Context: an optimization exercise on an open-source flow, tuned for small area, a short achievable clock period and few clock cycles. The choices shown serve that exercise and are no tape-out recipe. Where RTL was checked, it was by simulation tests only, not by an equivalence proof against the original.

==> module mfh_cordic_step, before the edit <==
module mfh_cordic_step #(
	parameter int YW  = 34,
	parameter int SH0 = 1
) (
	input  logic [2:0]                    j,
	input  logic [mfh_pkg::XW-1:0]        x,
	input  logic signed [YW-1:0]          y,
	input  logic signed [mfh_pkg::SW-1:0] s,
	output logic [mfh_pkg::XW-1:0]        x_n,
	output logic signed [YW-1:0]          y_n,
	output logic signed [mfh_pkg::SW-1:0] s_n
);
	localparam int XW = mfh_pkg::XW;
	localparam int SW = mfh_pkg::SW;
	logic                 neg;
	logic signed [YW-1:0] ysh0, ysh;
	logic [XW-1:0]        xsh0, xsh;
	logic [SW-1:0]        t;
	logic signed [XW-1:0] ysh_x;
	logic [XW:0]          x_sum;
	logic [YW:0]          y_sum;
	logic [SW:0]          s_sum;
	assign neg  = y[YW-1];
	assign ysh0 = y >>> SH0;
	assign xsh0 = x >> SH0;
	assign ysh  = ysh0 >>> j;
	assign xsh  = xsh0 >> j;
	assign t    = (SH0 == 1) ? mfh_pkg::atan_a(j) : mfh_pkg::atan_b(j);
	assign ysh_x = ysh;
	assign x_sum = {x, 1'b1} + {ysh_x ^ {XW{neg}}, neg};
	assign y_sum = {y, 1'b1} + {xsh[YW-1:0] ^ {YW{!neg}}, !neg};
	assign s_sum = {s, 1'b1} + {t ^ {SW{neg}}, neg};
	assign x_n = x_sum[XW:1];
	assign y_n = y_sum[YW:1];
	assign s_n = s_sum[SW:1];
endmodule
Settings: LEC_CHECK=0, ABC_AREA=1, CAP_MARGIN=20, CORE_MARGIN=2, CORE_UTILIZATION=45, SETUP_SLACK_MARGIN=3.5, SLEW_MARGIN=20; clock period 7.5 ns.
run.sh (not shown) runs the stock make flow with config.mk's settings and CLKGATE_MAP_FILE= SYNTH_SCRIPT=/design/flow/synth_recipe.tcl, a recipe that flattens the netlist after the stock synthesis.
Then changed:
--- a/flow/design.v
+++ b/flow/design.v
@@ -60,25 +60,28 @@
 );
 	localparam int XW = mfh_pkg::XW;
 	localparam int SW = mfh_pkg::SW;
 	logic                 neg;
-	logic signed [YW-1:0] ysh0, ysh;
-	logic [XW-1:0]        xsh0, xsh;
-	logic [SW-1:0]        t;
+	logic signed [YW-1:0] yi, ysh0, ysh;
+	logic signed [XW:0]   xi, xsh0, xsh;
+	logic [SW-1:0]        t, ts;
 	logic signed [XW-1:0] ysh_x;
 	logic [XW:0]          x_sum;
 	logic [YW:0]          y_sum;
 	logic [SW:0]          s_sum;
 	assign neg  = y[YW-1];
-	assign ysh0 = y >>> SH0;
-	assign xsh0 = x >> SH0;
+	assign yi   = y ^ {YW{neg}};
+	assign xi   = {1'b0, x} ^ {(XW+1){!neg}};
+	assign ysh0 = yi >>> SH0;
+	assign xsh0 = xi >>> SH0;
 	assign ysh  = ysh0 >>> j;
-	assign xsh  = xsh0 >> j;
+	assign xsh  = xsh0 >>> j;
 	assign t    = (SH0 == 1) ? mfh_pkg::atan_a(j) : mfh_pkg::atan_b(j);
 	assign ysh_x = ysh;
-	assign x_sum = {x, 1'b1} + {ysh_x ^ {XW{neg}}, neg};
-	assign y_sum = {y, 1'b1} + {xsh[YW-1:0] ^ {YW{!neg}}, !neg};
-	assign s_sum = {s, 1'b1} + {t ^ {SW{neg}}, neg};
+	assign x_sum = {x, 1'b1} + {ysh_x, neg};
+	assign y_sum = {y, 1'b1} + {xsh[YW-1:0], !neg};
+	assign ts    = neg ? -t : t;     
+	assign s_sum = {s, 1'b0} + {ts, 1'b0};
 	assign x_n = x_sum[XW:1];
 	assign y_n = y_sum[YW:1];
 	assign s_n = s_sum[SW:1];
 endmodule
- cell count fell by 3.9%
- sequential share of layout area fell by 0.31 points
- clock skew barely changes
- setup slack degrades by 0.30 ns
- global-route usage fell by 0.23 points
- via count fell by about 4.5%
- routed wire length fell by about 4.4%
- synthesized cell count fell by about 6%
- die area fell by about 1.7%
- clock-buffer cell count fell by 5
No run of this note included a check of the RTL's function; only the layout flow was run.

== before ==
magnetometer_frame_heading, a different RTL version from the one above (not shown whole).
Size: ~120 I/O pins.
make LEC_CHECK=0 ABC_AREA=1 CAP_MARGIN=20 CORE_MARGIN=2 CORE_UTILIZATION=45 SETUP_SLACK_MARGIN=3.5 SLEW_MARGIN=20 finish   # period 7.5 ns
Testbench counts of before, summed over its fixed seeds: cycles 7,288.
The inputs of after differ from those of before as listed below.
diff --git a/flow/design.v b/flow/design.v
--- a/flow/design.v
+++ b/flow/design.v
@@ -346,27 +346,64 @@
 		o_fill_d  = o_fill_q;
 		o_valid_d = o_valid_q && out_stall;
 		if (close_now) begin
 			o_fill_d  = start_q && !all_done;
 			o_valid_d = !start_q || all_done;
 		end else if (fire_res) begin
 			o_valid_d = 1'b1;
 		end else if (b_wb && b_t_q == mfh_pkg::RUN_YZ && !b_spec_q) begin
 			o_fill_d  = 1'b0;
 			o_valid_d = 1'b1;
 		end
 		maybe_fire = ({1'b0, silence_q} + 17'd2) >= {1'b0, limit};
-		stall_d = ((o_fill_d || o_valid_d) && ((pos_d == 5'd27) || maybe_fire))
-			|| (jc_d && (((ld_d != mfh_pkg::RUN_YZ) && (pos_d == 5'd4)) || (pos_d == 5'd12)));
 	end
+	function automatic logic stall_after(input logic take_byte, input logic take_tick);
+		logic [4:0] p;
+		logic [1:0] ld_n;
+		logic       cl, dr, jc_n, busy;
+		cl = take_byte && close;
+		dr = take_tick && tick_fire;
+		p  = pos_q;
+		if (take_byte) begin
+			p = close ? 5'd0 : pos_q + 5'd1;
+		end else if (dr) begin
+			p = 5'd0;
+		end
+		ld_n = ld_inc;
+		jc_n = jc_q;
+		if (cl) begin
+			if (ld_inc == 2'd3) begin
+				ld_n = 2'd0;
+				jc_n = 1'b0;
+			end else begin
+				jc_n = start_q;
+			end
+		end else if (jc_q) begin
+			if (ld_inc == 2'd3) begin
+				ld_n = 2'd0;
+				jc_n = 1'b0;
+			end
+		end else if (dr || flush) begin
+			ld_n = 2'd0;
+		end
+		busy = o_fill_q || o_valid_q || cl || (dr && link_q)
+			|| (b_wb && b_t_q == mfh_pkg::RUN_YZ && !b_spec_q);
+		stall_after = (busy && ((p == 5'd27) || maybe_fire))
+			|| (jc_n && (((ld_n != mfh_pkg::RUN_YZ) && (p == 5'd4)) || (p == 5'd12)));
+	endfunction
+	logic stall_none, stall_byte, stall_tick;
+	assign stall_none = stall_after(1'b0, 1'b0);
+	assign stall_byte = stall_after(1'b1, 1'b0);
+	assign stall_tick = stall_after(1'b0, 1'b1);
+	assign stall_d    = !in_acc ? stall_none : (command ? stall_tick : stall_byte);
 	always_ff @(posedge clk or negedge arst_n) begin
 		if (!arst_n) begin
 			limit_q    <= mfh_pkg::TIMEOUT_RESET;
 			link_q     <= 1'b1;
 			in_stall_q <= 1'b0;
 			pos_q      <= '0;
 			win_x_q    <= 1'b0;
 			win_z_q    <= 1'b0;
 			win_y_q    <= 1'b0;
 			first_q    <= 1'b0;
 			start_q    <= 1'b0;
 			silence_q  <= '0;
==> comparison <==
- after vs before: count of instances resized after the clock tree is built down by a little under 10%
- Going from before to after, met1 wire length rose by about 3.4%, final worst-path setup slack fell by 0.046 ns.
- after vs. before: fraction of layout cells with a size suffix above 1 higher; area growth from synthesis to layout increased 0.53 points; buffer count excluding the clock tree in the final layout now sits higher.
- Against before, after comes in 0.45 points higher on global-route usage.
- after vs. before: post-route cell area went up by about 0.9%.
- Cell count of the worst reg-to-reg path on after is up relative to before.
- Global route total overflow essentially unchanged between before and after.
- after and before ended up with nearly the same portion of the post-synthesis area used by sequential elements.
- The cell count after placement number comes out lower for after vs before.
- Area of the die sits higher in after than in before.
- Delta(synthesized net count, after - before) < 0
The RTL of after was laid out without a check of its function.

## what the ideal ports hide
In the flow no input, the clock included, has a driving cell. The finished layouts below were timed again as built, in two steps.
Step 1: set_driving_cell puts a clkbuf_16 on clk and a buf_2 on each other input, an assumption about the parent block.
Step 2 moves the port delays by t, midway between the first and last clock arrival at a register: inputs arrive t later, outputs are due t later. That takes back most of the time a late clock gives input paths.
a / b / c = no drivers / after step 1 / after step 2; a / b = the first two.
| run | shift t [ns] | slack for setup (ns) | slew at the worst register clock pin (ns) |
|---|---|---|---|
| the first run of note 1 | 0.671 | 3.473 / 3.473 / 3.024 | 0.06 / 0.06 |
| the second run of note 1 | 0.674 | 3.175 / 3.175 / 3.038 | 0.06 / 0.06 |
| before | 0.661 | 3.623 / 3.623 / 3.060 | 0.06 / 0.06 |
| after | 0.667 | 3.577 / 3.577 / 3.050 | 0.06 / 0.06 |
After both steps every run listed still meets setup and hold. The setup slack of before, which loses most, moves by 0.000 ns with the drivers and by -0.563 ns with both steps.
